From an optimization exercise on the open Yosys and OpenROAD flow, aimed at small area, a short achievable clock period and few clock cycles per item; shortcuts taken in it are not production practice. RTL that was checked went through simulation tests only; none was proved equivalent to the original. Function not checked in runs 3 and 4: the RTL went through the layout flow alone. Power figures rest on the tool's default switching activity, not on a simulated workload.

File: flow/design.v
package cltfp_pkg;
  localparam logic [7:0] CHR_ZERO  = 8'd48;
  localparam logic [7:0] CHR_NINE  = 8'd57;
  localparam logic [7:0] CHR_DOT   = 8'd46;
  localparam logic [7:0] CHR_SPACE = 8'd32;
  localparam logic [7:0] CHR_E     = 8'd101;
  localparam logic [7:0] CHR_M     = 8'd109;
  typedef struct packed {
    logic        inv;       
    logic        sat;       
    logic        em;        
    logic        ovf;       
    logic [31:0] intp;      
    logic [13:0] frac;      
  } job_t;
endpackage
import cltfp_pkg::*;
module cltfp_front (
  input  logic              clk,
  input  logic              rst,
  input  logic              step,       
  input  logic              i_end,
  input  logic              i_dig,
  input  logic              i_dot,
  input  logic              i_spc,
  input  logic              i_e,
  input  logic              i_m,
  input  logic [3:0]        i_d,
  input  logic [15:0]       em_scale,
  output cltfp_pkg::job_t   job
);
  localparam logic [1:0] SCAN_NUM = 2'd0, SCAN_UNIT = 2'd1, SCAN_DONE = 2'd2;
  localparam logic [1:0] NUM_INT = 2'd0, NUM_FRAC = 2'd1, NUM_STOP = 2'd2;
  localparam logic [1:0] UNIT_NONE = 2'd0, UNIT_E = 2'd1, UNIT_EM = 2'd2, UNIT_OTHER = 2'd3;
  localparam logic [1:0] CMP_EQ = 2'd0, CMP_LT = 2'd1, CMP_GT = 2'd2;
  logic [1:0]  scan_phase, number_phase, unit_match, cmp;
  logic        digit_seen;
  logic [23:0] ipx;         
  logic        ipx_ovf;
  logic [31:0] iem;         
  logic        iem_ovf;
  logic [13:0] frac;
  logic [2:0]  fcnt;
  logic [3:0]  nsig;        
  function automatic logic [3:0] kdig(input logic [3:0] p);
    case (p)
      4'd0: kdig = 4'd1;  4'd1: kdig = 4'd0;  4'd2: kdig = 4'd9;  4'd3: kdig = 4'd9;
      4'd4: kdig = 4'd5;  4'd5: kdig = 4'd1;  4'd6: kdig = 4'd1;  4'd7: kdig = 4'd6;
      4'd8: kdig = 4'd2;  4'd9: kdig = 4'd7;  4'd10: kdig = 4'd7; 4'd11: kdig = 4'd7;
      default: kdig = 4'd5;
    endcase
  endfunction
  function automatic logic [13:0] fweight(input logic [2:0] n, input logic [3:0] d);
    case (n)
      3'd0:    fweight = 14'(d) * 14'd1000;
      3'd1:    fweight = 14'(d) * 14'd100;
      3'd2:    fweight = 14'(d) * 14'd10;
      default: fweight = 14'(d);
    endcase
  endfunction
  logic [27:0] ipx_x10;
  logic [35:0] iem_x10;
  logic        in_num, int_dig, frac_dig, mant_dig;
  logic [1:0]  unit_stepped;
  logic [3:0]  kd;
  always_comb begin
    in_num   = (scan_phase == SCAN_NUM);
    int_dig  = in_num && i_dig && (number_phase == NUM_INT);
    frac_dig = in_num && i_dig && (number_phase == NUM_FRAC) && (fcnt != 3'd4);
    mant_dig = int_dig || frac_dig;
    ipx_x10  = {ipx, 3'b0} + {3'b0, ipx, 1'b0} + 28'(i_d);
    iem_x10  = {1'b0, iem, 3'b0} + {3'b0, iem, 1'b0} + 36'(i_d) * 36'(em_scale);
    kd       = kdig(nsig);
    case (unit_match)
      UNIT_NONE: unit_stepped = i_e ? UNIT_E : UNIT_OTHER;
      UNIT_E:    unit_stepped = i_m ? UNIT_EM : UNIT_OTHER;
      default:   unit_stepped = UNIT_OTHER;
    endcase
  end
  always_ff @(posedge clk) begin
    if (rst || (step && i_end)) begin
      scan_phase   <= SCAN_NUM;
      number_phase <= NUM_INT;
      unit_match   <= UNIT_NONE;
      digit_seen   <= 1'b0;
      ipx          <= '0;
      ipx_ovf      <= 1'b0;
      iem          <= '0;
      iem_ovf      <= 1'b0;
      frac         <= '0;
      fcnt         <= '0;
      nsig         <= '0;
      cmp          <= CMP_EQ;
    end else if (step) begin
      if (in_num) begin
        if (i_dig) begin
          if (number_phase != NUM_STOP) digit_seen <= 1'b1;
        end else if (i_dot) begin
          number_phase <= (number_phase == NUM_INT) ? NUM_FRAC : NUM_STOP;
        end else if (!i_spc) begin
          scan_phase <= SCAN_UNIT;
          unit_match <= unit_stepped;
        end
      end else if (scan_phase == SCAN_UNIT) begin
        if (i_spc) scan_phase <= SCAN_DONE;
        else       unit_match <= unit_stepped;
      end
      if (int_dig) begin
        ipx     <= ipx_x10[23:0];
        ipx_ovf <= ipx_ovf || (|ipx_x10[27:24]);
        iem     <= iem_x10[31:0];
        iem_ovf <= iem_ovf || (|iem_x10[35:32]);
      end
      if (frac_dig) begin
        frac <= frac + fweight(fcnt, i_d);
        fcnt <= fcnt + 3'd1;
      end
      if (mant_dig && (i_d != 4'd0 || nsig != 4'd0)) begin
        if (nsig != 4'd14) nsig <= nsig + 4'd1;
        if (nsig < 4'd13 && cmp == CMP_EQ)
          cmp <= (i_d > kd) ? CMP_GT : ((i_d < kd) ? CMP_LT : CMP_EQ);
      end
    end
  end
  logic em;
  assign em       = (unit_match == UNIT_EM);
  assign job.em   = em;
  assign job.inv  = !digit_seen;
  assign job.sat  = (nsig == 4'd14) || (nsig == 4'd13 && cmp != CMP_LT);
  assign job.ovf  = digit_seen && (em ? iem_ovf : ipx_ovf);
  assign job.intp = !digit_seen ? (em ? {12'b0, em_scale, 4'b0} : 32'd4096)
                                : (em ? iem : {ipx, 8'b0});
  assign job.frac = frac;
endmodule
import cltfp_pkg::*;
module cltfp_job_queue (
  input  logic             clk,
  input  logic             rst,
  input  logic             push,
  input  cltfp_pkg::job_t  wdata,
  input  logic             pop,
  output cltfp_pkg::job_t  rdata,
  output logic             valid
);
  always_ff @(posedge clk) begin
    if (rst) begin
      valid <= 1'b0;
    end else if (push) begin
      valid <= 1'b1;
    end else if (pop) begin
      valid <= 1'b0;
    end
  end
  always_ff @(posedge clk) begin
    if (push) rdata <= wdata;
  end
endmodule
import cltfp_pkg::*;
module cltfp_scaler (
  input  logic              clk,
  input  logic              rst,
  input  logic              load,       
  input  cltfp_pkg::job_t   ljob,
  output logic              free,       
  input  logic [15:0]       em_scale,
  output logic              res_valid,
  input  logic              pop,
  output logic [31:0]       px_value,
  output logic              invalid
);
  cltfp_pkg::job_t  job;
  logic             busy;
  logic [3:0]       bit_idx;
  logic             stepping;    
  logic [13:0]      rem;
  logic [16:0]      quo;
  logic             out_ready;
  logic             done;
  logic             sbit;
  logic [14:0]      trial;
  logic [1:0]       qd;
  logic [14:0]      rem_next;
  logic [32:0]      sum;
  assign out_ready = !res_valid || pop;
  assign done      = busy && !stepping;
  assign free      = !busy || (done && out_ready);
  always_comb begin
    sbit  = job.em ? em_scale[bit_idx] : (bit_idx == 4'd8);
    trial = {rem, 1'b0} + (sbit ? {1'b0, job.frac} : 15'd0);
    if (trial >= 15'd20000)      qd = 2'd2;
    else if (trial >= 15'd10000) qd = 2'd1;
    else                         qd = 2'd0;
    rem_next = trial - (qd == 2'd2 ? 15'd20000 : (qd == 2'd1 ? 15'd10000 : 15'd0));
    sum = {1'b0, job.intp} + {16'b0, quo};
  end
  always_ff @(posedge clk) begin
    if (rst) begin
      busy     <= 1'b0;
      stepping <= 1'b0;
    end else if (load) begin
      busy     <= 1'b1;
      stepping <= (ljob.frac != 14'd0) && !ljob.sat && !ljob.ovf;
    end else if (done && out_ready) begin
      busy     <= 1'b0;
    end else if (stepping && bit_idx == 4'd0) begin
      stepping <= 1'b0;
    end
  end
  always_ff @(posedge clk) begin
    if (load) begin
      job     <= ljob;
      bit_idx <= ljob.em ? 4'd15 : 4'd8;
      rem     <= '0;
      quo     <= '0;
    end else if (stepping) begin
      bit_idx <= bit_idx - 4'd1;
      rem     <= rem_next[13:0];
      quo     <= {quo[15:0], 1'b0} + {15'b0, qd};
    end
  end
  always_ff @(posedge clk) begin
    if (rst) begin
      res_valid <= 1'b0;
    end else if (done && out_ready) begin
      res_valid <= 1'b1;
    end else if (pop) begin
      res_valid <= 1'b0;
    end
  end
  always_ff @(posedge clk) begin
    if (done && out_ready) begin
      px_value <= (job.sat || job.ovf || sum[32]) ? 32'hFFFF_FFFF : sum[31:0];
      invalid  <= job.inv;
    end
  end
endmodule
import cltfp_pkg::*;
module css_length_to_fixed_px #(
  parameter int FRAC_DIGITS = 4
) (
  input  logic        clk,
  input  logic        rst,
  input  logic        push,
  output logic        full,
  input  logic [7:0]  char_code,
  input  logic        is_end,
  output logic        empty,
  input  logic        pop,
  output logic [31:0] px_value,
  output logic        invalid,
  input  logic        em_to_px_we,
  input  logic [15:0] em_to_px
);
  logic [15:0] em_scale;
  logic       i_v, i_end, i_dig, i_dot, i_spc, i_e, i_m;
  logic [3:0] i_d;
  logic       accept, step;
  cltfp_pkg::job_t fjob, wjob;
  logic            w_v, w_push, w_pop;
  logic            e_free, e_load;
  cltfp_pkg::job_t ljob;
  logic            res_valid;
  assign full   = i_v && i_end && w_v;
  assign accept = push && !full;
  assign step   = i_v && !full;
  assign empty  = !res_valid;
  always_ff @(posedge clk) begin
    if (rst) begin
      em_scale <= 16'h1000;
    end else if (em_to_px_we) begin
      em_scale <= em_to_px;
    end
  end
  always_ff @(posedge clk) begin
    if (rst) begin
      i_v <= 1'b0;
    end else if (!full) begin
      i_v <= push;
    end
  end
  always_ff @(posedge clk) begin
    if (accept) begin
      i_end <= is_end;
      i_dig <= (char_code >= CHR_ZERO) && (char_code <= CHR_NINE);
      i_dot <= (char_code == CHR_DOT);
      i_spc <= (char_code == CHR_SPACE);
      i_e   <= (char_code == CHR_E);
      i_m   <= (char_code == CHR_M);
      i_d   <= char_code[3:0];
    end
  end
  cltfp_front u_front (
    .clk      (clk),
    .rst      (rst),
    .step     (step),
    .i_end    (i_end),
    .i_dig    (i_dig),
    .i_dot    (i_dot),
    .i_spc    (i_spc),
    .i_e      (i_e),
    .i_m      (i_m),
    .i_d      (i_d),
    .em_scale (em_scale),
    .job      (fjob)
  );
  logic fj_v;
  assign fj_v   = step && i_end;
  assign w_pop  = w_v && e_free;
  assign w_push = fj_v && (w_v || !e_free);
  assign e_load = w_v ? e_free : (fj_v && e_free);
  assign ljob   = w_v ? wjob : fjob;
  cltfp_job_queue u_queue (
    .clk   (clk),
    .rst   (rst),
    .push  (w_push),
    .wdata (fjob),
    .pop   (w_pop),
    .rdata (wjob),
    .valid (w_v)
  );
  cltfp_scaler u_scaler (
    .clk       (clk),
    .rst       (rst),
    .load      (e_load),
    .ljob      (ljob),
    .free      (e_free),
    .em_scale  (em_scale),
    .res_valid (res_valid),
    .pop       (pop),
    .px_value  (px_value),
    .invalid   (invalid)
  );
endmodule
File: flow/run.sh
#!/bin/bash
# synth_recipe.tcl (not shown) runs the flow's synth.tcl, then flattens the netlist and writes it again
# the make line also repeats each setting of config.mk as NAME=value (left out here)
make -C /OpenROAD-flow-scripts/flow DESIGN_CONFIG=/design/flow/config.mk WORK_HOME=/design/flow/orfs CLKGATE_MAP_FILE= SYNTH_SCRIPT=/design/flow/synth_recipe.tcl finish
File: flow/config.mk
export PLATFORM = sky130hd
export DESIGN_NAME = css_length_to_fixed_px
export DESIGN_NICKNAME = css_length_to_fixed_px
export VERILOG_FILES = /design/flow/design.v
export SDC_FILE = /design/flow/constraint.sdc
export NUM_CORES = 4
export LEC_CHECK = 0
export ABC_CLOCK_PERIOD_IN_PS = 3000
export CAP_MARGIN = 20
export CORE_MARGIN = 2
export CORE_UTILIZATION = 40
export SETUP_SLACK_MARGIN = 5
export SLEW_MARGIN = 20
File: flow/constraint.sdc
create_clock -name core_clock -period 10.0 [get_ports {clk}]
set_input_delay 2.0000 -clock core_clock [delete_from_list [all_inputs] [get_ports {clk}]]
set_output_delay 2.0000 -clock core_clock [all_outputs]
set_load 0.01 [all_outputs]
==> results of run 1 <==
cells in the final DEF, fill, tap and decap left out, types with 28 or more instances in the layout:
master	count
sky130_fd_sc_hd__mux2_2	31
sky130_fd_sc_hd__buf_4	95
sky130_fd_sc_hd__dfxtp_1	140
sky130_fd_sc_hd__o21ai_0	71
sky130_fd_sc_hd__edfxtp_1	147
sky130_fd_sc_hd__and2_1	47
sky130_fd_sc_hd__clkbuf_16	36
sky130_fd_sc_hd__inv_1	160
sky130_fd_sc_hd__nand2_1	213
sky130_fd_sc_hd__xnor2_1	73
sky130_fd_sc_hd__a21o_1	43
sky130_fd_sc_hd__ha_1	181
sky130_fd_sc_hd__nor2_1	156
sky130_fd_sc_hd__nand3_1	52
sky130_fd_sc_hd__mux2i_1	54
sky130_fd_sc_hd__fa_1	57
sky130_fd_sc_hd__xor2_1	42
sky130_fd_sc_hd__nor2b_1	28
sky130_fd_sc_hd__clkdlybuf4s50_1	63
sky130_fd_sc_hd__a21oi_1	135
sky130_fd_sc_hd__nor3_1	37
what timing repair did:
| action | 4_1_cts | 5_1_grt |
|---|---|---|
| setup buffers | 57 | 47 |
| setup endpoints to repair | 49 | 51 |
| pin swaps | 73 | 110 |
| cloned | 1 | 1 |
| resized for setup | 86 | 118 |
logic make-up after synthesis:
logic type | after synthesis | synth area share [%]
AND/OR/NAND/NOR | 699 | 16.1
AO/OA/AOI/OAI | 508 | 15.8
flip-flops | 291 | 34.9
adder cells (fa/ha/maj) | 272 | 18.5
buffers and inverters | 264 | 4.78
XOR/XNOR | 125 | 5.23
multiplexers | 90 | 4.79
path summary, 6_finish.rpt:
check / startpoint / to
max reg2reg: i_d[3] / u_front.iem_ovf
min reg2reg: u_scaler.job[49] / u_scaler.invalid
max: i_d[3] / u_front.iem_ovf
min: u_scaler.job[49] / u_scaler.invalid
layer usage:
metal  GRT usage (%)  up-vias
met2            31.3      318
met5               0        -
met4            5.91        0
met3            2.35       71
met1            26.8     7960
li1                -     8248
per-stage QoR:
stage | cells | hold slack (ns) | total power (W) | instance area, µm² | utilization (%)
floorplan | 2249 | 0.400 | 0.00184 | 21400 | -
global placement | 2928 | 0.409 | 0.00198 | 22600 | 43.9
CTS | 3049 | 0.421 | 0.00333 | 24600 | 47.8
finish | 3097 | 0.426 | 0.00337 | 25600 | 49.6
global route | 3097 | 0.427 | 0.00354 | 25600 | 49.6
detailed placement | 2928 | 0.407 | 0.00199 | 22600 | 43.9
sequential cells by signal (all words and copies together), names as in the netlist, 2 cells and up:
signal and count:
u_front.ipx 24, u_front.cmp 2, u_front.frac 14, u_scaler.quo 17, u_front.number_phase 2, u_scaler.job 50, u_scaler.bit_idx 4, u_queue.rdata 50
i_d 4, u_scaler.px_value 32, u_front.kd 4, em_scale 16, u_front.fcnt 3, u_front.iem 32, u_scaler.rem 14, u_front.nsig 4
u_front.scan_phase 2, u_front.unit_match 2
final cells by class:
cell class,instances,share of cell area (%)
Timing Repair Buffer,184,6.56
Clock buffer,53,3.85
Multi-Input combinational cell,1694,54.4
Inverter,185,2.74
Tap cell,680,3.33
Sequential cell,291,28.6
Clock inverter,10,0.597
power by group:
group	internal [W]	switching, W
clock	0.000761	0.000509
sequential	0.00128	0.0000386
combinational	0.000356	0.000429
==> out/qor.yml, run 1 <==
synth_cells: 2249
global_route_wire_length_before_repair_mm: 84.3
slowest_stage: "sky130_fd_sc_hd__fa_1"
die_area_um2: 54200
worst_setup_path_start_kind: "flop"
clock_tree.buffer_depth: 3
dominantRegCellSynth: "sky130_fd_sc_hd__edfxtp_1"
cts_bufs_inserted: 35
detail_route.wl_per_cell_um: 17.1
period_needed_ns: 6.01
final.setup.tns_ns: 0
worstSkewPairLatency_ns: 0.55
area.sequential_um2: 7300
yosys_register_bits: 291
maximum_number_of_pins_on_one_net_before_global_route_repair: 73
ys_types: 87
detailed_place_hpwl_mm: 36.9
first_global_vias: 16200
synth_async_reset_ratio_pct: 0
syn_nets: 2551
mapped_avg_cell_area_um2: 9.30
worst_setup_hold_path_clk_slew_ns: 0.06
holdCritPathClass: "flop to flop"
dr.pass1.iters: 5
synth_seq_area_share_pct: 34.9
area_of_the_multi_input_gates_um2: 13900
tightestPinTransition_ns: 1.06
result_of_the_run: "complete, no violations"
synth_warnings: 4
post-route-period-util_pct: 60.1
path_max_fanout: 7
diodes: 0
crit_required_ns: 10.44
synth.cells.most_frequent: "sky130_fd_sc_hd__nand2_1, sky130_fd_sc_hd__ha_1, sky130_fd_sc_hd__inv_1"
std_cell_rows: 83
max_slew_violation_total_from_the_final_report: 0
synth_edf_count: 147
post-route-drc-count: 0
place_congestion: 0.863
r2r_slack_ns: 3.99
met2RoutedLength_mm: 24.3
coreArea_um2: 51500
hold_path_depth: 0
avgViaCountPerCell: 5.36
gr-usage-all-layers_pct: 19.3
ir_drop_mv: 0.104
finClkSkew_ns: 0.0238
grt_antenna_before_repair: 0
power_leakage_nw: 10.4
h_tree_depth_reported_by_cts: 2
synth.top_cells.by_area: "sky130_fd_sc_hd__edfxtp_1, sky130_fd_sc_hd__dfxtp_1, sky130_fd_sc_hd__ha_1"
finalWorstSetupSlack_ns: 3.99
max-cap-violations: 0
worst_ep_arrival_time_ns: 6.45
top_layer_used_by_detailed_routing: "met4"
drt_iter0_markers: 879
ant_nets: 0
synthesis.area_um2: 20900
timing.critical_path.max_delay_family: "compound AO/OA/AOI/OAI gates"
dr_vias: 16600
numPortBuffers: 64
critPathCaptureType: "flop"
maxSlewHeadroom_pct: 29.1
fin_nets: 2693
synth_largest_type_area_fraction_pct: 21.1
maximum_frequency_from_static_timing_analysis_mhz: 166
max_stage_delay_ns: 0.49
ctsHoldBuffers: 0
clock_tree_from_tritoncts: "done"
finalSetupViolCount: 0
preCtsSetupSlack_ns: 3.22
powerDensity_nw_per_um2: 132
timing.reg2reg.worst_path_depth: 28
critical_setup_path_class: "flop to flop"
cts_num_sinks: 291
final_layout_size_suffix_gt1_share_pct: 18.1
dr_wl_met3_mm: 2.21
cp_num_buf_inv: 5
dieWidth_um: 233
yosys.area.top_type: "sky130_fd_sc_hd__edfxtp_1"
grt_setup_unrepaired: "true"
route.final.wire_length_mm: 53.0
timing_hold_violations_final: 0
floorplan.io_pins: 65
start_util_pct: 40.6
flow.area_growth_from_synthesis_pct: 22.2
num-fill-cells: 4696
clock_root_cell: "sky130_fd_sc_hd__clkbuf_16"
wirelength_met1_mm: 25.2
synth.most_common_cell: "sky130_fd_sc_hd__nand2_1"
timing.critical_path.depth: 28
overflow: 0
die_y_um: 233
Testbench counts, summed over its fixed seeds: cycles 32,267, items 3,200.
==> run 2: changes to the inputs <==
--- a/flow/config.mk
+++ b/flow/config.mk
@@ -6,8 +6,6 @@
 export NUM_CORES = 4
 export LEC_CHECK = 0
-export ABC_CLOCK_PERIOD_IN_PS = 3000
 export CAP_MARGIN = 20
 export CORE_MARGIN = 2
 export CORE_UTILIZATION = 40
-export SETUP_SLACK_MARGIN = 5
 export SLEW_MARGIN = 20
==> run 2 against run 1 <==
Effect of this change: sequential share of layout area up 2.7 points; via count down 3.4%; critical endpoint unchanged; maximum frequency down 15%; sequential cell count unchanged; area after synthesis unchanged; largest cell class unchanged; critical path type unchanged; global-route usage down 1.1 points; critical path depth down 2; sequential power about the same; hold slack better by 0.032 ns; die area unchanged.
==> out/qor.yml, run 2 <==
cts_setup_buffers: 0  # was 57
detail_route.wl_per_cell_um: 16.2  # was 17.1 µm
ant_nets: 0  # unchanged
utilization_pct: 45.4  # was 49.6%
powerDensity_nw_per_um2: 135  # was 132 nW/µm²
finalSetupViolCount: 0  # unchanged
ir_drop_mv: 0.116  # was 0.104 mV
grtUsageMet3_pct: 2.49  # was 2.35%
synth_cells: 2249  # unchanged
critPathCaptureType: "flop"  # unchanged
result_of_the_run: "complete, no violations"  # unchanged
grt_antenna_before_repair: 0  # unchanged
holdCritPathClass: "flop to flop"  # unchanged
worstReg2RegStart: "i_d[1]"  # was i_d[3]
worstSkewPairLatency_ns: 0.55  # about the same
layout.cells.most_common: "sky130_fd_sc_hd__nand2_1"  # unchanged
clock_root_cell: "sky130_fd_sc_hd__clkbuf_16"  # unchanged
coreArea_um2: 51500  # unchanged
start_util_pct: 40.6  # unchanged
clock_tree_from_tritoncts: "done"  # unchanged
overflow: 0  # unchanged
critical_path.startpoint: "i_d[1]"  # was i_d[3]
timing.reg2reg.worst_path_depth: 26  # was 28
detailed_place_hpwl_mm: 36.1  # was 36.9 mm
worst_ep_arrival_time_ns: 7.52  # was 6.45 ns
holdWs_ns: 0.458  # was 0.426 ns
max_slew_violation_total_from_the_final_report: 0  # unchanged
grt_setup_unrepaired: "false"  # was true
synth.top_cells.by_area: "sky130_fd_sc_hd__edfxtp_1, sky130_fd_sc_hd__dfxtp_1, sky130_fd_sc_hd__ha_1"  # unchanged
first_global_vias: 15500  # was 16200
synth.cells.most_frequent: "sky130_fd_sc_hd__nand2_1, sky130_fd_sc_hd__ha_1, sky130_fd_sc_hd__inv_1"  # unchanged
yosys_register_bits: 291  # unchanged
dieWidth_um: 233  # unchanged
floorplan.io_pins: 65  # unchanged
synth_edf_count: 147  # unchanged
area.sequential_um2: 7300  # about the same
synthesis.area_um2: 20900  # unchanged
crit_required_ns: 10.44  # about the same
period_needed_ns: 7.07  # was 6.01 ns
ctsHoldBuffers: 0  # unchanged
drt_iter0_markers: 872  # was 879
fin_nets: 2590  # was 2693
layout_top_registers: "u_queue.rdata: 50 flops, u_scaler.job: 50 flops"  # unchanged
synth.most_common_cell: "sky130_fd_sc_hd__nand2_1"  # unchanged
place_congestion: 0.878  # was 0.863
cts-resized-gates: 0  # was 86
ys_types: 87  # unchanged
critical_setup_path_class: "flop to flop"  # unchanged
diodes: 0  # unchanged
h_tree_depth_reported_by_cts: 2  # unchanged
mapped_avg_cell_area_um2: 9.30  # unchanged
synth_warnings: 4  # unchanged
area_of_the_multi_input_gates_um2: 12700  # was 13900 µm²
worst_setup_path_start_kind: "flop"  # unchanged
die_area_um2: 54200  # unchanged
num-fill-cells: 5026  # was 4696
crit-reg2reg-capture: "u_front.iem_ovf"  # unchanged
global_route_wire_length_before_repair_mm: 79.8  # was 84.3 mm
syn_nets: 2551  # unchanged
numPortBuffers: 64  # unchanged
maximum_frequency_from_static_timing_analysis_mhz: 141  # was 166 MHz
timing_hold_violations_final: 0  # unchanged
dominantRegCellSynth: "sky130_fd_sc_hd__edfxtp_1"  # unchanged
worst_setup_hold_path_clk_slew_ns: 0.06  # about the same
fin_cells: 2996  # was 3097
power_leakage_nw: 9.74  # was 10.4 nW
post-route-drc-count: 0  # unchanged
post-route-period-util_pct: 70.7  # was 60.1%
avgViaCountPerCell: 5.35  # was 5.36
std_cell_rows: 83  # unchanged
maximum_number_of_pins_on_one_net_before_global_route_repair: 74  # was 73
tightestPinTransition_ns: 1.03  # was 1.06 ns
layout_common_cells: "sky130_fd_sc_hd__nand2_1, sky130_fd_sc_hd__ha_1, sky130_fd_sc_hd__inv_1"  # unchanged
cts_bufs_inserted: 36  # was 35
dr_vias: 16000  # was 16600
clock_tree.buffer_depth: 3  # unchanged
yosys.area.top_type: "sky130_fd_sc_hd__edfxtp_1"  # unchanged
path_max_fanout: 25  # was 7
final.setup.tns_ns: 0  # unchanged
grt-busiest-layer: "met2"  # unchanged
worstSetupEndpoint: "u_front.iem_ovf"  # unchanged
place.detailed.instances: 2930  # was 2928
final_layout_size_suffix_gt1_share_pct: 6.26  # was 18.1%
max-cap-violations: 0  # unchanged
synth_largest_type_area_fraction_pct: 21.1  # unchanged
die_y_um: 233  # unchanged
global_route_track_usage_on_met1_pct: 24.9  # was 26.8%
r2r_slack_ns: 2.93  # was 3.99 ns
synth_async_reset_ratio_pct: 0  # unchanged
gr-usage-all-layers_pct: 18.2  # was 19.3%
finClkSkew_ns: 0.0123  # was 0.0238 ns
maxSlewHeadroom_pct: 31.4  # was 29.1%
route.final.wire_length_mm: 48.5  # was 53.0 mm
grt_use_met2_pct: 30.2  # was 31.3%
cts_num_sinks: 291  # unchanged
finalWorstSetupSlack_ns: 2.93  # was 3.99 ns
preCtsSetupSlack_ns: 2.95  # was 3.22 ns
synth_seq_area_share_pct: 34.9  # unchanged
dr.pass1.iters: 5  # unchanged
flow.area_growth_from_synthesis_pct: 11.7  # was 22.2%
-- run 2: cell counts after synthesis --
Identical to the previous run, type by type.
-- run 2: layer usage --
metal / up-vias / part of all wire (%)
met1: 7665 / 48
met3: 55 / 3.9
li1: 8036 / -
met4: 0 / 1.9
met5: - / 0
met2: 285 / 46
-- run 2: how the worst min path moves through the flow --
stage	from	endpoint	slack (ns)	cells past startpoint
floorplan	u_scaler.job[49]	u_scaler.invalid	0.40	0
global placement	u_front.iem[3]	u_front.iem[3]	0.44	2
detailed placement	u_front.iem[2]	u_front.iem[2]	0.45	2
CTS	u_front.iem[2]	u_front.iem[2]	0.46	2
global route	u_front.iem[7]	u_front.iem[7]	0.49	2
finish	u_front.iem[2]	u_front.iem[2]	0.46	2
-- run 2: cells by family after synthesis --
group           Yosys count  synth area share [%]
fa+ha+maj               272                  18.5
mux                      90                  4.79
simple gates            699                  16.1
xor+xnor                125                  5.23
compound gates          508                  15.8
flops                   291                  34.9
buf+inv                 264                  4.78
-- run 2: stage by stage --
step / total power [W] / instance area [µm²]
floorplan: 0.00181 / 20900
global placement: 0.00195 / 22300
detailed placement: 0.00195 / 22300
CTS: 0.00321 / 23400
global route: 0.00334 / 23400
finish: 0.00317 / 23400
-- run 2: worst max-delay path, cell delays in order, from the launching register on --
cell	delay, ns
sky130_fd_sc_hd__edfxtp_1	0.88
sky130_fd_sc_hd__nand2_1	0.14
sky130_fd_sc_hd__fa_1	0.51
sky130_fd_sc_hd__inv_1	0.05
sky130_fd_sc_hd__fa_1	0.56
sky130_fd_sc_hd__inv_1	0.07
sky130_fd_sc_hd__fa_1	0.45
sky130_fd_sc_hd__nor2b_1	0.15
sky130_fd_sc_hd__o21ai_0	0.12
sky130_fd_sc_hd__a21boi_0	0.25
sky130_fd_sc_hd__o211ai_1	0.15
sky130_fd_sc_hd__a21oi_1	0.22
sky130_fd_sc_hd__nor3b_1	0.12
sky130_fd_sc_hd__o311ai_0	0.35
sky130_fd_sc_hd__a21oi_1	0.13
sky130_fd_sc_hd__xor2_1	0.17
sky130_fd_sc_hd__fa_1	0.49
sky130_fd_sc_hd__inv_1	0.05
sky130_fd_sc_hd__ha_1	0.38
sky130_fd_sc_hd__a21o_1	0.19
sky130_fd_sc_hd__a2111oi_0	0.42
sky130_fd_sc_hd__o21ai_0	0.21
sky130_fd_sc_hd__inv_1	0.10
sky130_fd_sc_hd__a21boi_0	0.12
sky130_fd_sc_hd__o31a_1	0.32
sky130_fd_sc_hd__o31ai_1	0.21
sky130_fd_sc_hd__o21ba_1	0.17
-- run 2: layout make-up --
type | instances | area share, %
clock buffer | 45 | 4.04
clock inverter | 21 | 0.733
inverter | 185 | 2.97
multi-input combinational | 1694 | 54.2
sequential | 291 | 31.2
tap | 680 | 3.64
timing repair buffer | 80 | 3.23
-- run 2: report_power, final --
part	total [W]	switching, W	internal (W)
combinational	0.000622	0.000359	0.000263
clock	0.00123	0.000526	0.000707
sequential	0.00131	0.0000331	0.00128
==> run 3: changes to the inputs <==
--- a/flow/design.v
+++ b/flow/design.v
@@ -164,4 +164,5 @@
   output logic              free,       
   input  logic [15:0]       em_scale,
+  input  logic [3:0]        em_msb,     
   output logic              res_valid,
   input  logic              pop,
@@ -169,67 +170,72 @@
   output logic              invalid
 );
-  cltfp_pkg::job_t  job;
-  logic             busy;
-  logic [3:0]       bit_idx;
+  logic             busy;        
   logic             stepping;    
+  logic             adding;      
+  logic             em;
+  logic [13:0]      frac;
+  logic [3:0]       bit_idx;
   logic [13:0]      rem;
-  logic [16:0]      quo;
-  logic             out_ready;
-  logic             done;
+  logic [15:0]      quo;         
+  logic [1:0]       qd_last;     
   logic             sbit;
-  logic [14:0]      trial;
+  logic [15:0]      t0, t1, t2;
   logic [1:0]       qd;
-  logic [14:0]      rem_next;
+  logic [13:0]      rem_next;
+  logic [15:0]      quo_now;
   logic [32:0]      sum;
-  assign out_ready = !res_valid || pop;
-  assign done      = busy && !stepping;
-  assign free      = !busy || (done && out_ready);
+  assign free = !busy || (res_valid && pop);
   always_comb begin
-    sbit  = job.em ? em_scale[bit_idx] : (bit_idx == 4'd8);
-    trial = {rem, 1'b0} + (sbit ? {1'b0, job.frac} : 15'd0);
-    if (trial >= 15'd20000)      qd = 2'd2;
-    else if (trial >= 15'd10000) qd = 2'd1;
-    else                         qd = 2'd0;
-    rem_next = trial - (qd == 2'd2 ? 15'd20000 : (qd == 2'd1 ? 15'd10000 : 15'd0));
-    sum = {1'b0, job.intp} + {16'b0, quo};
+    sbit = em ? em_scale[bit_idx] : (bit_idx == 4'd8);
+    t0 = {1'b0, rem, 1'b0} + (sbit ? {2'b0, frac} : 16'd0);
+    t1 = {1'b0, rem, 1'b0} + (sbit ? {2'b0, frac} : 16'd0) - 16'd10000;
+    t2 = {1'b0, rem, 1'b0} + (sbit ? {2'b0, frac} : 16'd0) - 16'd20000;
+    if (!t2[15])      begin qd = 2'd2; rem_next = t2[13:0]; end
+    else if (!t1[15]) begin qd = 2'd1; rem_next = t1[13:0]; end
+    else              begin qd = 2'd0; rem_next = t0[13:0]; end
+    quo_now = quo + {14'b0, qd_last};
+    sum = {1'b0, px_value} + {17'b0, quo_now};
   end
   always_ff @(posedge clk) begin
     if (rst) begin
-      busy     <= 1'b0;
-      stepping <= 1'b0;
+      busy      <= 1'b0;
+      stepping  <= 1'b0;
+      adding    <= 1'b0;
+      res_valid <= 1'b0;
     end else if (load) begin
-      busy     <= 1'b1;
-      stepping <= (ljob.frac != 14'd0) && !ljob.sat && !ljob.ovf;
-    end else if (done && out_ready) begin
-      busy     <= 1'b0;
-    end else if (stepping && bit_idx == 4'd0) begin
-      stepping <= 1'b0;
-    end
-  end
-  always_ff @(posedge clk) begin
-    if (load) begin
-      job     <= ljob;
-      bit_idx <= ljob.em ? 4'd15 : 4'd8;
-      rem     <= '0;
-      quo     <= '0;
+      busy      <= 1'b1;
+      stepping  <= (ljob.frac != 14'd0) && !ljob.sat && !ljob.ovf;
+      adding    <= 1'b0;
+      res_valid <= (ljob.frac == 14'd0) || ljob.sat || ljob.ovf;
     end else if (stepping) begin
-      bit_idx <= bit_idx - 4'd1;
-      rem     <= rem_next[13:0];
-      quo     <= {quo[15:0], 1'b0} + {15'b0, qd};
-    end
-  end
-  always_ff @(posedge clk) begin
-    if (rst) begin
-      res_valid <= 1'b0;
-    end else if (done && out_ready) begin
+      if (bit_idx == 4'd0) begin
+        stepping <= 1'b0;
+        adding   <= 1'b1;
+      end
+    end else if (adding) begin
+      adding    <= 1'b0;
       res_valid <= 1'b1;
-    end else if (pop) begin
+    end else if (res_valid && pop) begin
+      busy      <= 1'b0;
       res_valid <= 1'b0;
     end
   end
   always_ff @(posedge clk) begin
-    if (done && out_ready) begin
-      px_value <= (job.sat || job.ovf || sum[32]) ? 32'hFFFF_FFFF : sum[31:0];
-      invalid  <= job.inv;
+    if (load) begin
+      em       <= ljob.em;
+      frac     <= ljob.frac;
+      bit_idx  <= ljob.em ? em_msb : 4'd8;
+      rem      <= '0;
+      quo      <= '0;
+      qd_last  <= '0;
+      px_value <= (ljob.sat || ljob.ovf) ? 32'hFFFF_FFFF : ljob.intp;
+      invalid  <= ljob.inv;
+    end else if (stepping) begin
+      bit_idx  <= bit_idx - 4'd1;
+      rem      <= rem_next;
+      quo      <= {quo_now[14:0], 1'b0};
+      qd_last  <= qd;
+    end else if (adding) begin
+      px_value <= sum[32] ? 32'hFFFF_FFFF : sum[31:0];
     end
   end
@@ -253,4 +259,5 @@
 );
   logic [15:0] em_scale;
+  logic [3:0]  em_msb;
   logic       i_v, i_end, i_dig, i_dot, i_spc, i_e, i_m;
   logic [3:0] i_d;
@@ -272,4 +279,9 @@
     end
   end
+  always_comb begin
+    em_msb = 4'd0;
+    for (int k = 1; k < 16; k++)
+      if (em_scale[k]) em_msb = 4'(k);
+  end
   always_ff @(posedge clk) begin
     if (rst) begin
@@ -326,4 +338,5 @@
     .free      (e_free),
     .em_scale  (em_scale),
+    .em_msb    (em_msb),
     .res_valid (res_valid),
     .pop       (pop),
--- a/flow/config.mk
+++ b/flow/config.mk
@@ -6,6 +6,8 @@
 export NUM_CORES = 4
 export LEC_CHECK = 0
+export ABC_CLOCK_PERIOD_IN_PS = 3000
 export CAP_MARGIN = 20
 export CORE_MARGIN = 2
 export CORE_UTILIZATION = 40
+export SETUP_SLACK_MARGIN = 5
 export SLEW_MARGIN = 20
==> run 3 against run 2 <==
Effect of this change: highest routed layer unchanged; clock power shrank 11%; still clean; synthesized cell count up 0.53%; routed wire length up 11%; first-iteration DRC count up 6.7%; critical path depth grew 4; sequential cell count down 34; global-route usage is 2.0 points higher; area after synthesis is 3.3% lower; critical path type unchanged.
==> out/qor.yml, run 3 <==
ys_types: 98  # was 87
stdcell_area_um2: 24000  # was 23400 µm²
dr_vias: 16700  # was 16000
die_y_um: 229  # was 233 µm
start_util_pct: 40.4  # was 40.6%
worst_setup_path_start_kind: "flop"  # unchanged
synth_largest_type_area_fraction_pct: 16.6  # was 21.1%
synthesis.area_um2: 20200  # was 20900 µm²
maxSlewHeadroom_pct: 32.3  # was 31.4%
slowest_stage: "sky130_fd_sc_hd__fa_1"  # was sky130_fd_sc_hd__edfxtp_1
largest_register_ff_count: 50
cts_bufs_inserted: 30  # was 36
fin_nets: 2665  # was 2590
finClkSkew_ns: 0.0120  # was 0.0123 ns
layout_top_registers: "u_queue.rdata: 50 flops, u_front.iem: 32 flops, u_scaler.px_value: 32 flops"  # was u_queue.rdata: 50 flops, u_scaler.job: 50 flops
syn_nets: 2559  # was 2551
holdWs_ns: 0.459  # was 0.458 ns
max_flop_register: "u_queue.rdata"
powerDensity_nw_per_um2: 119  # was 135 nW/µm²
maximum_number_of_pins_on_one_net_before_global_route_repair: 73  # was 74
coreArea_um2: 50100  # was 51500 µm²
timing_hold_violations_final: 0  # unchanged
overflow: 0  # unchanged
power_leakage_nw: 9.94  # was 9.74 nW
tightestPinTransition_ns: 1.01  # was 1.03 ns
crit_required_ns: 10.47  # was 10.44 ns
max_slew_violation_total_from_the_final_report: 0  # unchanged
h_tree_depth_reported_by_cts: 1  # was 2
dieWidth_um: 229  # was 233 µm
synth_cells: 2261  # was 2249
cts_num_sinks: 257  # was 291
result_of_the_run: "complete, no violations"  # unchanged
route.final.wire_length_mm: 54.0  # was 48.5 mm
numPortBuffers: 64  # unchanged
critical_path.startpoint: "i_d[3]"  # was i_d[1]
worstReg2RegStart: "i_d[3]"  # was i_d[1]
drt_iter0_markers: 930  # was 872
floorplan.io_pins: 65  # unchanged
flow.area_growth_from_synthesis_pct: 18.5  # was 11.7%
avgViaCountPerCell: 5.44  # was 5.35
first_global_vias: 16600  # was 15500
power_total_w: 0.00284  # was 0.00317 W
synth.most_common_cell: "sky130_fd_sc_hd__nand2_1"  # unchanged
detail_route.wl_per_cell_um: 17.6  # was 16.2 µm
synth_async_reset_ratio_pct: 0  # unchanged
hp-start: "u_front.iem[3]"  # was u_front.iem[2]
place_congestion: 0.863  # was 0.878
layout_common_cells: "sky130_fd_sc_hd__nand2_1, sky130_fd_sc_hd__ha_1, sky130_fd_sc_hd__nor2_1"  # was sky130_fd_sc_hd__nand2_1, sky130_fd_sc_hd__ha_1, sky130_fd_sc_hd__inv_1
clock_root_cell: "sky130_fd_sc_hd__clkbuf_16"  # unchanged
mapped_avg_cell_area_um2: 8.94  # was 9.30 µm²
dominantRegCellSynth: "sky130_fd_sc_hd__dfxtp_1"  # was sky130_fd_sc_hd__edfxtp_1
yosys.area.top_type: "sky130_fd_sc_hd__edfxtp_1"  # unchanged
critical_setup_path_class: "flop to flop"  # unchanged
post-route-period-util_pct: 61.8  # was 70.7%
clock_tree.buffer_depth: 3  # unchanged
worst_ep_arrival_time_ns: 6.65  # was 7.52 ns
die_area_um2: 52400  # was 54200 µm²
max-cap-violations: 0  # unchanged
finalSetupViolCount: 0  # unchanged
synth_seq_area_share_pct: 31.0  # was 34.9%
ir_drop_mv: 0.123  # was 0.116 mV
gr-usage-all-layers_pct: 20.2  # was 18.2%
synth.top_cells.by_area: "sky130_fd_sc_hd__edfxtp_1, sky130_fd_sc_hd__dfxtp_1, sky130_fd_sc_hd__ha_1"  # unchanged
clock_tree_from_tritoncts: "done"  # unchanged
worst_setup_hold_path_clk_slew_ns: 0.06  # about the same
synth_edf_count: 112  # was 147
critPathCaptureType: "flop"  # unchanged
area.sequential_um2: 6280  # was 7300 µm²
max_stage_delay_ns: 0.52  # was 0.88 ns
global_route_wire_length_before_repair_mm: 87.0  # was 79.8 mm
detailed_place_hpwl_mm: 39.1  # was 36.1 mm
utilization_pct: 47.9  # was 45.4%
period_needed_ns: 6.18  # was 7.07 ns
num-fill-cells: 4771  # was 5026
grt_setup_unrepaired: "true"  # was false
std_cell_rows: 82  # was 83
path_max_fanout: 5  # was 25
final_layout_size_suffix_gt1_share_pct: 14.2  # was 6.26%
post-route-drc-count: 0  # unchanged
grt_antenna_before_repair: 1  # was 0
synth_warnings: 4  # unchanged
holdCritPathClass: "flop to flop"  # unchanged
area_of_the_multi_input_gates_um2: 13800  # was 12700 µm²
synth.cells.most_frequent: "sky130_fd_sc_hd__nand2_1, sky130_fd_sc_hd__ha_1, sky130_fd_sc_hd__a21oi_1"  # was sky130_fd_sc_hd__nand2_1, sky130_fd_sc_hd__ha_1, sky130_fd_sc_hd__inv_1
yosys_register_bits: 257  # was 291
ant_nets: 0  # unchanged
maximum_frequency_from_static_timing_analysis_mhz: 162  # was 141 MHz
dpl_cell_area_um2: 21900  # was 22300 µm²
layout.cells.most_common: "sky130_fd_sc_hd__nand2_1"  # unchanged
final.setup.tns_ns: 0  # unchanged
dr.pass1.iters: 5  # unchanged
worstSkewPairLatency_ns: 0.58  # was 0.55 ns
[run 3: changes by cell type in the layout (fill, tap and decap cells not counted), sizes merged, moves of 16 or more]
cell    previous run  this run
buf               17        94
edfxtp           147       112
mux2i             54        88
a22oi              2        34
a21oi            165       190
nor3              43        61
nor2b             35        18
o31ai             23         7
[run 3: through the flow]
step           setup WS [ns]  std cells
2_1_floorplan           3.73       2261
3_3_place_gp            3.12       2928
3_5_place_dp            3.03       2928
4_1_cts                 3.89       3017
5_1_grt                 3.50       3063
6_report                3.82       3064
[run 3: cells by family after synthesis]
group / count (synthesis) / share of synthesized area [%]
AO/OA/AOI/OAI: 519 / 16.5
XOR/XNOR: 133 / 5.98
adder cells (fa/ha/maj): 268 / 18.8
buffers and inverters: 267 / 5.03
flip-flops: 257 / 31.0
multiplexers: 106 / 5.47
AND/OR/NAND/NOR: 711 / 17.2
[run 3: critical path: cells and delay by family (launching register included)]
| kind | cells | cell delay (ns) |
|---|---|---|
| compound gates | 13 | 2.22 |
| xor+xnor | 1 | 0.20 |
| fa+ha+maj | 5 | 1.88 |
| buf+inv | 4 | 0.34 |
| flops | 1 | 0.51 |
| mux | 1 | 0.21 |
| simple gates | 6 | 0.69 |
[run 3: where the power goes]
group	switching, W	leakage [nW]	internal, W
clock network	0.000452	0.473	0.000634
logic	0.000339	7.25	0.000269
registers	0.0000299	2.22	0.00112
total	0.000821	9.94	0.00202
[run 3: worst paths after layout]
kind	depth (start not counted)	slack (ns)	to
min	2	0.46	u_front.iem[3]
min reg2reg	2	0.46	u_front.iem[3]
max reg2reg	30	3.82	u_front.iem_ovf
max	30	3.82	u_front.iem_ovf
[run 3: layout make-up]
| class | instances | share of cell area (%) |
|---|---|---|
| timing repair buffer | 159 | 5.99 |
| multi-input combinational | 1738 | 57.4 |
| antenna | 1 | 0.0104 |
| tap | 672 | 3.51 |
| sequential | 257 | 26.2 |
| inverter | 181 | 2.87 |
| clock buffer | 48 | 3.71 |
| clock inverter | 8 | 0.345 |
[run 3: timing repair]
action,CTS,global route
cloned,1,2
gates resized for setup,41,81
setup endpoints to repair,34,36
hold buffers,0,0
pin swaps,31,47
setup buffers,32,44
[run 3: metal layers]
metal / global-route usage, % / wire, µm / up-vias
met4: 4.65 / 948 / 0
met1: 26.9 / 24700 / 8013
li1: - / - / 8231
met2: 34.6 / 25500 / 356
met5: 0 / 0 / -
met3: 2.77 / 2780 / 61
==> run 4: changes to the inputs <==
--- a/flow/design.v
+++ b/flow/design.v
@@ -28,5 +28,7 @@
   input  logic [3:0]        i_d,
   input  logic [15:0]       em_scale,
-  output cltfp_pkg::job_t   job
+  output cltfp_pkg::job_t   job,        
+  output logic [31:0]       iem_out,    
+  output logic              iem_ovf_out
 );
   localparam logic [1:0] SCAN_NUM = 2'd0, SCAN_UNIT = 2'd1, SCAN_DONE = 2'd2;
@@ -38,9 +40,12 @@
   logic [23:0] ipx;         
   logic        ipx_ovf;
-  logic [31:0] iem;         
-  logic        iem_ovf;
   logic [13:0] frac;
   logic [2:0]  fcnt;
   logic [3:0]  nsig;        
+  logic [19:0] ds;          
+  logic        ds_v;        
+  logic        end_d;       
+  logic [31:0] iem;         
+  logic        iem_ovf;
   function automatic logic [3:0] kdig(input logic [3:0] p);
     case (p)
@@ -61,4 +66,6 @@
   logic [27:0] ipx_x10;
   logic [35:0] iem_x10;
+  logic [18:0] pp_a, pp_b, pp_c;
+  logic [19:0] ds_next;
   logic        in_num, int_dig, frac_dig, mant_dig;
   logic [1:0]  unit_stepped;
@@ -70,5 +77,9 @@
     mant_dig = int_dig || frac_dig;
     ipx_x10  = {ipx, 3'b0} + {3'b0, ipx, 1'b0} + 28'(i_d);
-    iem_x10  = {1'b0, iem, 3'b0} + {3'b0, iem, 1'b0} + 36'(i_d) * 36'(em_scale);
+    pp_a     = i_d[3] ? {em_scale, 3'b0} : (i_d[2] ? {1'b0, em_scale, 2'b0} : 19'd0);
+    pp_b     = i_d[1] ? {2'b0, em_scale, 1'b0} : 19'd0;
+    pp_c     = i_d[0] ? {3'b0, em_scale} : 19'd0;
+    ds_next  = 20'(pp_a) + 20'(pp_b) + 20'(pp_c);
+    iem_x10  = {1'b0, iem, 3'b0} + {3'b0, iem, 1'b0} + 36'(ds);
     kd       = kdig(nsig);
     case (unit_match)
@@ -86,6 +97,4 @@
       ipx          <= '0;
       ipx_ovf      <= 1'b0;
-      iem          <= '0;
-      iem_ovf      <= 1'b0;
       frac         <= '0;
       fcnt         <= '0;
@@ -109,6 +118,4 @@
         ipx     <= ipx_x10[23:0];
         ipx_ovf <= ipx_ovf || (|ipx_x10[27:24]);
-        iem     <= iem_x10[31:0];
-        iem_ovf <= iem_ovf || (|iem_x10[35:32]);
       end
       if (frac_dig) begin
@@ -123,4 +130,27 @@
     end
   end
+  always_ff @(posedge clk) begin
+    if (rst) begin
+      ds_v  <= 1'b0;
+      end_d <= 1'b0;
+    end else begin
+      ds_v  <= step && int_dig;
+      end_d <= step && i_end;
+    end
+  end
+  always_ff @(posedge clk) begin
+    ds <= ds_next;
+  end
+  always_ff @(posedge clk) begin
+    if (rst || end_d) begin
+      iem     <= '0;
+      iem_ovf <= 1'b0;
+    end else if (ds_v) begin
+      iem     <= iem_x10[31:0];
+      iem_ovf <= iem_ovf || (|iem_x10[35:32]);
+    end
+  end
+  assign iem_out     = iem;
+  assign iem_ovf_out = iem_ovf;
   logic em;
   assign em       = (unit_match == UNIT_EM);
@@ -128,7 +158,7 @@
   assign job.inv  = !digit_seen;
   assign job.sat  = (nsig == 4'd14) || (nsig == 4'd13 && cmp != CMP_LT);
-  assign job.ovf  = digit_seen && (em ? iem_ovf : ipx_ovf);
+  assign job.ovf  = digit_seen && !em && ipx_ovf;
   assign job.intp = !digit_seen ? (em ? {12'b0, em_scale, 4'b0} : 32'd4096)
-                                : (em ? iem : {ipx, 8'b0});
+                                : {ipx, 8'b0};
   assign job.frac = frac;
 endmodule
@@ -139,19 +169,32 @@
   input  logic             push,
   input  cltfp_pkg::job_t  wdata,
+  input  logic [31:0]      iem,
+  input  logic             iem_ovf,
   input  logic             pop,
   output cltfp_pkg::job_t  rdata,
-  output logic             valid
+  output logic             valid,      
+  output logic             ready       
 );
+  logic pend;    
+  assign ready = valid && !pend;
   always_ff @(posedge clk) begin
     if (rst) begin
       valid <= 1'b0;
+      pend  <= 1'b0;
     end else if (push) begin
       valid <= 1'b1;
-    end else if (pop) begin
-      valid <= 1'b0;
+      pend  <= 1'b1;
+    end else begin
+      pend <= 1'b0;
+      if (pop) valid <= 1'b0;
     end
   end
   always_ff @(posedge clk) begin
-    if (push) rdata <= wdata;
+    if (push) begin
+      rdata <= wdata;
+    end else if (pend && rdata.em && !rdata.inv) begin
+      rdata.intp <= iem;
+      rdata.ovf  <= iem_ovf;
+    end
   end
 endmodule
@@ -176,8 +219,8 @@
   logic [13:0]      frac;
   logic [3:0]       bit_idx;
+  logic             sbit;        
   logic [13:0]      rem;
   logic [15:0]      quo;         
   logic [1:0]       qd_last;     
-  logic             sbit;
   logic [15:0]      t0, t1, t2;
   logic [1:0]       qd;
@@ -185,7 +228,8 @@
   logic [15:0]      quo_now;
   logic [32:0]      sum;
+  logic [3:0]       bit_next;
+  logic             sbit_next;
   assign free = !busy || (res_valid && pop);
   always_comb begin
-    sbit = em ? em_scale[bit_idx] : (bit_idx == 4'd8);
     t0 = {1'b0, rem, 1'b0} + (sbit ? {2'b0, frac} : 16'd0);
     t1 = {1'b0, rem, 1'b0} + (sbit ? {2'b0, frac} : 16'd0) - 16'd10000;
@@ -194,6 +238,8 @@
     else if (!t1[15]) begin qd = 2'd1; rem_next = t1[13:0]; end
     else              begin qd = 2'd0; rem_next = t0[13:0]; end
-    quo_now = quo + {14'b0, qd_last};
-    sum = {1'b0, px_value} + {17'b0, quo_now};
+    quo_now   = quo + {14'b0, qd_last};
+    sum       = {1'b0, px_value} + {17'b0, quo_now};
+    bit_next  = bit_idx - 4'd1;
+    sbit_next = em ? em_scale[bit_next] : (bit_next == 4'd8);
   end
   always_ff @(posedge clk) begin
@@ -226,4 +272,5 @@
       frac     <= ljob.frac;
       bit_idx  <= ljob.em ? em_msb : 4'd8;
+      sbit     <= ljob.em ? (|em_scale) : 1'b1;
       rem      <= '0;
       quo      <= '0;
@@ -232,5 +279,6 @@
       invalid  <= ljob.inv;
     end else if (stepping) begin
-      bit_idx  <= bit_idx - 4'd1;
+      bit_idx  <= bit_next;
+      sbit     <= sbit_next;
       rem      <= rem_next;
       quo      <= {quo_now[14:0], 1'b0};
@@ -262,12 +310,12 @@
   logic       i_v, i_end, i_dig, i_dot, i_spc, i_e, i_m;
   logic [3:0] i_d;
-  logic       accept, step;
+  logic       step;
   cltfp_pkg::job_t fjob, wjob;
-  logic            w_v, w_push, w_pop;
+  logic [31:0]     iem;
+  logic            iem_ovf;
+  logic            w_v, w_ready, w_push;
   logic            e_free, e_load;
-  cltfp_pkg::job_t ljob;
   logic            res_valid;
   assign full   = i_v && i_end && w_v;
-  assign accept = push && !full;
   assign step   = i_v && !full;
   assign empty  = !res_valid;
@@ -292,5 +340,5 @@
   end
   always_ff @(posedge clk) begin
-    if (accept) begin
+    if (!full) begin
       i_end <= is_end;
       i_dig <= (char_code >= CHR_ZERO) && (char_code <= CHR_NINE);
@@ -303,31 +351,32 @@
   end
   cltfp_front u_front (
-    .clk      (clk),
-    .rst      (rst),
-    .step     (step),
-    .i_end    (i_end),
-    .i_dig    (i_dig),
-    .i_dot    (i_dot),
-    .i_spc    (i_spc),
-    .i_e      (i_e),
-    .i_m      (i_m),
-    .i_d      (i_d),
-    .em_scale (em_scale),
-    .job      (fjob)
+    .clk         (clk),
+    .rst         (rst),
+    .step        (step),
+    .i_end       (i_end),
+    .i_dig       (i_dig),
+    .i_dot       (i_dot),
+    .i_spc       (i_spc),
+    .i_e         (i_e),
+    .i_m         (i_m),
+    .i_d         (i_d),
+    .em_scale    (em_scale),
+    .job         (fjob),
+    .iem_out     (iem),
+    .iem_ovf_out (iem_ovf)
   );
-  logic fj_v;
-  assign fj_v   = step && i_end;
-  assign w_pop  = w_v && e_free;
-  assign w_push = fj_v && (w_v || !e_free);
-  assign e_load = w_v ? e_free : (fj_v && e_free);
-  assign ljob   = w_v ? wjob : fjob;
+  assign w_push = step && i_end;
+  assign e_load = w_ready && e_free;
   cltfp_job_queue u_queue (
-    .clk   (clk),
-    .rst   (rst),
-    .push  (w_push),
-    .wdata (fjob),
-    .pop   (w_pop),
-    .rdata (wjob),
-    .valid (w_v)
+    .clk     (clk),
+    .rst     (rst),
+    .push    (w_push),
+    .wdata   (fjob),
+    .iem     (iem),
+    .iem_ovf (iem_ovf),
+    .pop     (e_load),
+    .rdata   (wjob),
+    .valid   (w_v),
+    .ready   (w_ready)
   );
   cltfp_scaler u_scaler (
@@ -335,5 +384,5 @@
     .rst       (rst),
     .load      (e_load),
-    .ljob      (ljob),
+    .ljob      (wjob),
     .free      (e_free),
     .em_scale  (em_scale),
==> run 4 against run 3 <==
Effect of this change: non-clock buffer count decreased by 74; area after synthesis decreased by 2.0%; maximum frequency increased by 33%; sequential power increased by 11%; worst setup slack improved by 1.5 ns; via count decreased by 6.4%; die area decreased by 2.0%; routed wire length decreased by 9.3%; critical endpoint is now u_front.frac[13]; largest cell class unchanged.
==> out/qor.yml, run 4 <==
std_cell_rows: 81  # was 82
gr-usage-all-layers_pct: 19.5  # was 20.2%
dominant_combinational_cell_family_by_area_after_synthesis: "compound AO/OA/AOI/OAI gates"  # was adder cells
maximum_frequency_from_static_timing_analysis_mhz: 216  # was 162 MHz
worst_ep_arrival_time_ns: 5.11  # was 6.65 ns
synth.top_cells.by_area: "sky130_fd_sc_hd__edfxtp_1, sky130_fd_sc_hd__dfxtp_1, sky130_fd_sc_hd__ha_1"  # unchanged
crit_required_ns: 10.47  # about the same
timing.reg2reg.worst_path_depth: 16  # was 30
diodes: 0  # was 1
worst_setup_path_start_kind: "flop"  # unchanged
yosys_register_bits: 280  # was 257
grt-busiest-layer: "met2"  # unchanged
synthesis.area_um2: 19800  # was 20200 µm²
clock_root_cell: "sky130_fd_sc_hd__clkbuf_16"  # unchanged
clock_tree.buffer_depth: 3  # unchanged
layout_top_registers: "u_queue.rdata: 50 flops, u_front.iem: 32 flops, u_scaler.px_value: 32 flops"  # unchanged
finClkSkew_ns: 0.0181  # was 0.0120 ns
clock_tree_from_tritoncts: "done"  # unchanged
worst_setup_hold_path_clk_slew_ns: 0.06  # about the same
first_global_vias: 15600  # was 16600
hp-start: "u_queue.rdata[2]"  # was u_front.iem[3]
grt_use_met2_pct: 31.9  # was 34.6%
num-fill-cells: 4656  # was 4771
holdCritPathClass: "flop to flop"  # unchanged
synth.area.mux_share_pct: 4.42  # was 5.47%
dr.pass1.iters: 5  # unchanged
route.final.wire_length_mm: 48.9  # was 54.0 mm
compound_cell_area_share_of_the_yosys_netlist_pct: 17.8  # was 16.5%
flow.area_growth_from_synthesis_pct: 12.3  # was 18.5%
grtUsageMet3_pct: 3.29  # was 2.77%
drt_iter0_markers: 1101  # was 930
dieWidth_um: 227  # was 229 µm
global_route_track_usage_on_met1_pct: 26.6  # was 26.9%
worstReg2RegStart: "i_d[1]"  # was i_d[3]
post-route-period-util_pct: 46.3  # was 61.8%
dominantRegCellSynth: "sky130_fd_sc_hd__dfxtp_1"  # unchanged
tightestPinTransition_ns: 1.03  # was 1.01 ns
numPortBuffers: 64  # unchanged
timing_hold_violations_final: 0  # unchanged
xor_xnor_share_of_the_synthesized_area_pct: 5.74  # was 5.98%
stdcell_area_um2: 22300  # was 24000 µm²
final_layout_size_suffix_gt1_share_pct: 5.77  # was 14.2%
path_max_fanout: 14  # was 5
critical_setup_path_class: "flop to flop"  # unchanged
ys_types: 95  # was 98
maxSlewHeadroom_pct: 31.1  # was 32.3%
powerDensity_nw_per_um2: 140  # was 119 nW/µm²
dpl_cell_area_um2: 21100  # was 21900 µm²
cts_bufs_inserted: 34  # was 30
synth_edf_count: 113  # was 112
ctsHoldBuffers: 0  # unchanged
place_congestion: 0.888  # was 0.863
r2r_slack_ns: 5.37  # was 3.82 ns
start_util_pct: 40.5  # was 40.4%
synth_cells: 2162  # was 2261
avgViaCountPerCell: 5.41  # was 5.44
ir_drop_mv: 0.106  # was 0.123 mV
largest_register_ff_count: 50  # unchanged
die_y_um: 227  # was 229 µm
finalSetupViolCount: 0  # unchanged
synth_largest_type_area_fraction_pct: 17.1  # was 16.6%
die_area_um2: 51300  # was 52400 µm²
post-route-drc-count: 0  # unchanged
grt_antenna_before_repair: 1  # unchanged
area.sequential_um2: 6740  # was 6280 µm²
detailed_place_hpwl_mm: 36.9  # was 39.1 mm
fin_nets: 2471  # was 2665
max_slew_violation_total_from_the_final_report: 0  # unchanged
layout.cells.most_common: "sky130_fd_sc_hd__nor2_1"  # was sky130_fd_sc_hd__nand2_1
synth.cells.most_frequent: "sky130_fd_sc_hd__nor2_1, sky130_fd_sc_hd__ha_1, sky130_fd_sc_hd__nand2_1"  # was sky130_fd_sc_hd__nand2_1, sky130_fd_sc_hd__ha_1, sky130_fd_sc_hd__a21oi_1
period_needed_ns: 4.63  # was 6.18 ns
synth_warnings: 4  # unchanged
critPathCaptureType: "flop"  # unchanged
mapped_avg_cell_area_um2: 9.16  # was 8.94 µm²
min_to: "u_scaler.frac[2]"  # was u_front.iem[3]
layout_common_cells: "sky130_fd_sc_hd__nor2_1, sky130_fd_sc_hd__ha_1, sky130_fd_sc_hd__nand2_1"  # was sky130_fd_sc_hd__nand2_1, sky130_fd_sc_hd__ha_1, sky130_fd_sc_hd__nor2_1
dr_vias: 15600  # was 16700
crit-reg2reg-capture: "u_front.frac[13]"  # was u_front.iem_ovf
detail_route.wl_per_cell_um: 17.0  # was 17.6 µm
coreArea_um2: 49000  # was 50100 µm²
worstSkewPairLatency_ns: 0.55  # was 0.58 ns
synth.most_common_cell: "sky130_fd_sc_hd__nor2_1"  # was sky130_fd_sc_hd__nand2_1
floorplan.io_pins: 65  # unchanged
global_route_wire_length_before_repair_mm: 80.2  # was 87.0 mm
overflow: 0  # unchanged
max-cap-violations: 0  # unchanged
grt_setup_unrepaired: "false"  # was true
place.detailed.instances: 2819  # was 2928
synth_async_reset_ratio_pct: 0  # unchanged
result_of_the_run: "complete, no violations"  # unchanged
syn_nets: 2440  # was 2559
area_of_the_multi_input_gates_um2: 12300  # was 13800 µm²
synth-simple-area-share_pct: 16.3  # was 17.2%
power_leakage_nw: 9.37  # was 9.94 nW
ant_nets: 0  # unchanged
cts_num_sinks: 280  # was 257
synth_seq_area_share_pct: 34.0  # was 31.0%
fin_cells: 2882  # was 3064
power_total_w: 0.00311  # was 0.00284 W
maximum_number_of_pins_on_one_net_before_global_route_repair: 50  # was 73
yosys.area.top_type: "sky130_fd_sc_hd__edfxtp_1"  # unchanged
h_tree_depth_reported_by_cts: 2  # was 1
hold_path_depth: 0  # was 2
max_flop_register: "u_queue.rdata"  # unchanged
final.setup.tns_ns: 0  # unchanged
synth_adder_area_share_pct: 17.4  # was 18.8%
[run 4: cell count changes after synthesis, moves of 15 or more]
cell | before | now
sky130_fd_sc_hd__a21oi_1 | 188 | 159
sky130_fd_sc_hd__nand2_1 | 213 | 190
sky130_fd_sc_hd__and2_1 | 54 | 25
sky130_fd_sc_hd__nor2_1 | 172 | 202
sky130_fd_sc_hd__dfxtp_1 | 145 | 167
sky130_fd_sc_hd__a22oi_1 | 33 | 6
sky130_fd_sc_hd__o22a_1 | 2 | 29
sky130_fd_sc_hd__inv_1 | 180 | 131
sky130_fd_sc_hd__and3_1 | 20 | 36
sky130_fd_sc_hd__clkbuf_1 | 64 | 79
[run 4: worst max path at each step]
| stage | endpoint | depth (start not counted) | from | slack [ns] |
|---|---|---|---|---|
| after global routing | u_front.ds[18] | 18 | i_d[2] | 5.06 |
| after CTS | u_front.frac[13] | 16 | i_d[1] | 5.20 |
| final | u_front.frac[13] | 16 | i_d[1] | 5.37 |
| after floorplan | u_front.ds[18] | 18 | i_d[0] | 5.85 |
| after detailed placement | u_front.frac[13] | 16 | i_d[1] | 5.22 |
| after global placement | u_scaler.px_value[29] | 8 | pop | 5.31 |
[run 4: final cells by class]
| class | instances | share of cell area [%] |
|---|---|---|
| repair buffers | 85 | 3.59 |
| well taps | 664 | 3.73 |
| multi-input cells | 1660 | 55.0 |
| inverters | 132 | 2.23 |
| clock buffers | 43 | 4.25 |
| flip-flops and latches | 280 | 30.3 |
| clock inverters | 18 | 0.888 |
[run 4: metrics by stage]
step | setup WS, ns | utilization [%] | hold slack, ns
after floorplan | 5.85 | - | 0.417
after global placement | 5.31 | 43.1 | 0.430
after detailed placement | 5.22 | 43.1 | 0.443
after CTS | 5.20 | 45.4 | 0.452
after global routing | 5.06 | 45.5 | 0.464
final | 5.37 | 45.5 | 0.451
[run 4: power breakdown]
| group | internal [W] | switching (W) | total, W |
|---|---|---|---|
| logic | 0.000251 | 0.000329 | 0.000579 |
| clock network | 0.000754 | 0.000498 | 0.00125 |
| registers | 0.00124 | 0.0000460 | 0.00128 |
[run 4: timing repair]
action,4_1_cts,5_1_grt
endpoints found under the setup margin,0,3
setup buffers,0,2
gates resized for setup,0,0
[run 4: metal layers]
metal	wire, µm	share of wire (%)
met5	0	0
met4	975	2.0
met3	2410	4.9
met2	22000	45
met1	23500	48
[run 4: worst max-delay path, stage by stage, from the launching register on]
cell and delay, ns:
sky130_fd_sc_hd__edfxtp_1 0.68, sky130_fd_sc_hd__fa_1 0.71, sky130_fd_sc_hd__inv_1 0.10, sky130_fd_sc_hd__fa_1 0.52, sky130_fd_sc_hd__inv_1 0.05, sky130_fd_sc_hd__ha_1 0.33
sky130_fd_sc_hd__a21o_1 0.17, sky130_fd_sc_hd__a21oi_1 0.22, sky130_fd_sc_hd__xnor2_1 0.14, sky130_fd_sc_hd__o22ai_1 0.11, sky130_fd_sc_hd__ha_1 0.33, sky130_fd_sc_hd__or2_2 0.30
sky130_fd_sc_hd__o31a_1 0.12, sky130_fd_sc_hd__a41o_1 0.26, sky130_fd_sc_hd__nand3_1 0.08, sky130_fd_sc_hd__nor3b_1 0.25, sky130_fd_sc_hd__mux2i_1 0.20
[run 4: logic make-up after synthesis]
group                    count (synthesis)
AO/OA/AOI/OAI                          523
XOR/XNOR                               126
adder cells (fa/ha/maj)                248
buffers and inverters                  222
flip-flops                             280
multiplexers                            81
AND/OR/NAND/NOR                        682

-- port drivers added, routing unchanged --
The flow's constraints put no driver on any port. The routed layouts listed below were extracted and timed again, unchanged, in two steps. Step 1 (the two cells are an assumption about what drives the block):
set clk [get_ports {clk}]
set_driving_cell -lib_cell sky130_fd_sc_hd__clkbuf_16 $clk
set_driving_cell -lib_cell sky130_fd_sc_hd__buf_2 [delete_from_list [all_inputs] $clk]
Step 2 adds t to the input delays and takes it off the output delays; t is the mean of the earliest and latest rising clock arrival at the registers after step 1. Input paths then give back, and output paths get back, about the clock's delay inside the block. Slacks: ideal / step 1 / step 2; pairs: ideal / step 1.
run | shift t [ns] | setup WS [ns] | hold slack, ns | worst data-port slew with drivers (ns)
run 1 | 0.591 | 3.987 / 3.987 / 3.987 | 0.426 / 0.426 / 0.426 | 0.04
run 2 | 0.601 | 2.926 / 2.926 / 2.926 | 0.458 / 0.458 / 0.458 | 0.03
run 3 | 0.632 | 3.819 / 3.819 / 3.819 | 0.459 / 0.459 / 0.459 | 0.04
run 4 | 0.599 | 5.367 / 5.367 / 5.288 | 0.451 / 0.451 / 0.451 | 0.04
After both steps setup and hold are still met in every run listed. The setup slack of run 4, which loses most, moves by 0.000 ns with the drivers and by -0.079 ns with both steps.
